What follows belongs to an exercise in optimizing a design on an open flow for small area, a short achievable clock period and few clock cycles per item; a production flow would make more cautious choices. In this exercise RTL edits were held to simulation tests only and were not proved equivalent to the original. Power figures rest on the tool's default switching activity, not on a simulated workload.

## rev 12
Design iir_biquad_tdm, start of the top module:
module iir_biquad_tdm (
  input  logic               clk,
  input  logic               reset,
  input  logic               in_valid,
  output logic               in_ready,
  input  logic [1:0]         in_ch,
  input  logic [16:0]        x,
  input  logic               coef_we,
  input  logic [2:0]         coef_sel,
  input  logic [16:0]        coef_data,
  output logic               out_valid,
  output logic [1:0]         out_ch,
  output logic [16:0]        y,
  output logic               ovf
);
Size in the first run: roughly 65 I/O pins, about 54000 sq um of cells after synthesis.
==> flow/config.mk <==
export PLATFORM = sky130hd
export DESIGN_NAME = iir_biquad_tdm
export DESIGN_NICKNAME = iir_biquad_tdm
export VERILOG_FILES = /design/flow/design.v
export SDC_FILE = /design/flow/constraint.sdc
export NUM_CORES = 4
export LEC_CHECK = 0
export CAP_MARGIN = 20
export CORE_MARGIN = 2
export CORE_UTILIZATION = 55
export CTS_CLUSTER_DIAMETER = 80
export CTS_CLUSTER_SIZE = 26
export PLACE_DENSITY = 0.7
export SLEW_MARGIN = 20
==> flow/constraint.sdc <==
create_clock -name core_clock -period 13.0 [get_ports {clk}]
set_input_delay 2.6000 -clock core_clock [delete_from_list [all_inputs] [get_ports {clk}]]
set_output_delay 2.6000 -clock core_clock [all_outputs]
set_load 0.01 [all_outputs]
standard.sh (not shown) runs the stock make flow with config.mk's settings and CLKGATE_MAP_FILE= SYNTH_SCRIPT=/design/flow/synth_recipe.tcl, a recipe that flattens the netlist after the stock synthesis.
==> flow/flow/run.sh <==
#!/bin/bash
# Standard ORFS layout with three changes to how it is made:
#  - after the standard synthesis, flow/invopt.py re-chooses the polarity of
#    each full adder (and of some two-level gates) to cancel the inverters
#    synthesis leaves between adders; the logic and registers are unchanged;
#  - the port buffers use a plain buffer cell instead of a delay buffer;
#  - the timing repair aims below the clock period (setup margin).
# Each tool's output goes to a log file of its own in this folder.
set -euo pipefail
cd "$(dirname "$0")/.."
KNOBS=(BUFFER_PORTS_ARGS="-buffer_cell sky130_fd_sc_hd__buf_4" SETUP_SLACK_MARGIN=9.3)
RES="$PWD/orfs/results/sky130hd/iir_biquad_tdm/base"
bash standard.sh "${KNOBS[@]}" "$RES/1_2_yosys.v" > flow_synth.log 2>&1
cp "$RES/1_2_yosys.v" yosys_netlist.v
python3 flow/invopt.py yosys_netlist.v "$RES/1_2_yosys.v" > invopt.log 2>&1
bash standard.sh "${KNOBS[@]}" finish > flow_make.log 2>&1
Other scripts of this flow, unchanged in this note and not shown: flow/flow/invopt.py
Testbench counts of rev 12, summed over its fixed seeds: cycles 4,256, items 4,096.
Changes in rev 13 relative to rev 12:
- removing PLACE_DENSITY (formerly 0.7)
- removing CTS_CLUSTER_SIZE (formerly 26)
- removing CTS_CLUSTER_DIAMETER (formerly 80)
- changing CORE_UTILIZATION from 55 to 40
==> notes.md <==
For the count of clock-buffer cells in the layout, rev 13 came in about 100% higher than rev 12 did.
Compared with rev 12, in rev 13 non-clock buffer contribution to total cell area decreased by 0.18 points relative to the old numbers; switching power as a share of total power decreased by 1.7 points relative to the old numbers.
Compared with rev 12, rev 13 shows a higher estimated wirelength of the detail-placed design.
Multi-input combinational gate total: rev 13 vs rev 12 identical
Vias: rev 13 fewer than rev 12
Worst hold slack: rev 13 vs rev 12 — no meaningful difference
On multi-input gate area in the final layout, rev 13 tracks rev 12 almost exactly.
met2 track demand over resource in global routing ended up 13 points lower on rev 13 than on rev 12.


iir_biquad_tdm, a different RTL version from the one above (not shown whole).
For scale: about 65 I/O pins, ~54000 µm² of cells after synthesis.
==> flow/config.mk <==
export PLATFORM = sky130hd
export DESIGN_NAME = iir_biquad_tdm
export DESIGN_NICKNAME = iir_biquad_tdm
export VERILOG_FILES = /design/flow/design.v
export SDC_FILE = /design/flow/constraint.sdc
export NUM_CORES = 4
export LEC_CHECK = 0
export CAP_MARGIN = 20
export CORE_MARGIN = 2
export CORE_UTILIZATION = 40
export CTS_CLUSTER_DIAMETER = 80
export CTS_CLUSTER_SIZE = 26
export SLEW_MARGIN = 20
==> flow/constraint.sdc <==
create_clock -name core_clock -period 13.0 [get_ports {clk}]
set_input_delay 2.6000 -clock core_clock [delete_from_list [all_inputs] [get_ports {clk}]]
set_output_delay 2.6000 -clock core_clock [all_outputs]
set_load 0.01 [all_outputs]
==> flow/flow/run.sh <==
#!/bin/bash
# Standard ORFS layout with three changes to how it is made:
#  - after the standard synthesis, flow/invopt.py re-chooses the polarity of
#    each full adder (and of some two-level gates) to cancel the inverters
#    synthesis leaves between adders; the logic and registers are unchanged;
#  - the port buffers use a plain buffer cell instead of a delay buffer;
#  - the timing repair aims below the clock period (setup margin).
# Each tool's output goes to a log file of its own in this folder.
set -euo pipefail
cd "$(dirname "$0")/.."
KNOBS=(BUFFER_PORTS_ARGS="-buffer_cell sky130_fd_sc_hd__buf_4" SETUP_SLACK_MARGIN=9.4)
RES="$PWD/orfs/results/sky130hd/iir_biquad_tdm/base"
bash standard.sh "${KNOBS[@]}" "$RES/1_2_yosys.v" > flow_synth.log 2>&1
cp "$RES/1_2_yosys.v" yosys_netlist.v
python3 flow/invopt.py yosys_netlist.v "$RES/1_2_yosys.v" > invopt.log 2>&1
bash standard.sh "${KNOBS[@]}" finish > flow_make.log 2>&1
Other scripts of this flow, unchanged in this note and not shown: flow/flow/invopt.py
Testbench counts at the start, summed over its fixed seeds: cycles 4,256, items 4,096.
Change:
--- a/flow/flow/run.sh
+++ b/flow/flow/run.sh
@@ -9,5 +9,5 @@
 set -euo pipefail
 cd "$(dirname "$0")/.."
-KNOBS=(BUFFER_PORTS_ARGS="-buffer_cell sky130_fd_sc_hd__buf_4" SETUP_SLACK_MARGIN=9.4)
+KNOBS=(BUFFER_PORTS_ARGS="-buffer_cell sky130_fd_sc_hd__buf_4" SETUP_SLACK_MARGIN=9.3)
 RES="$PWD/orfs/results/sky130hd/iir_biquad_tdm/base"
 bash standard.sh "${KNOBS[@]}" "$RES/1_2_yosys.v" > flow_synth.log 2>&1
After rerunning: Global-route usage stays flat; sequential power is about the same; power drops by 0.71%; via count stays flat; setup slack degrades by 0.014 ns; hold slack degrades by 0.029 ns; core utilization drops by 0.38 points; clock skew climbs by 0.0038 ns; sequential share of layout area climbs by 0.22 points; clock power is about the same.

==> separate check: timing with driven ports <==
In the flow no input, the clock included, has a driving cell. The finished layouts below were timed again as built, in two steps. Step 1 (the two cells are an assumption about what drives the block):
set clk [get_ports {clk}]
set_driving_cell -lib_cell sky130_fd_sc_hd__clkbuf_16 $clk
set_driving_cell -lib_cell sky130_fd_sc_hd__buf_2 [delete_from_list [all_inputs] $clk]
Step 2 adds t to the input delays and takes it off the output delays; t is the mean of the earliest and latest rising clock arrival at the registers after step 1. Input paths then give back, and output paths get back, about the clock's delay inside the block. a / b / c = ideal / step 1 / step 2; a / b = the first two.
| run | shift t [ns] | slack for setup (ns) | worst setup path at the end |
|---|---|---|---|
| rev 12 | 0.706 | 9.284 / 9.217 / 8.620 | input to register |
| rev 13 | 0.728 | 9.294 / 9.220 / 8.628 | input to register |
| the first run of note 2 | 0.691 | 9.317 / 9.245 / 8.836 | input to register |
| the second run of note 2 | 0.714 | 9.303 / 9.226 / 8.680 | input to register |
After both steps setup and hold are still met in every run listed. The setup slack of rev 13, which loses most, moves by -0.074 ns with the drivers and by -0.666 ns with both steps.
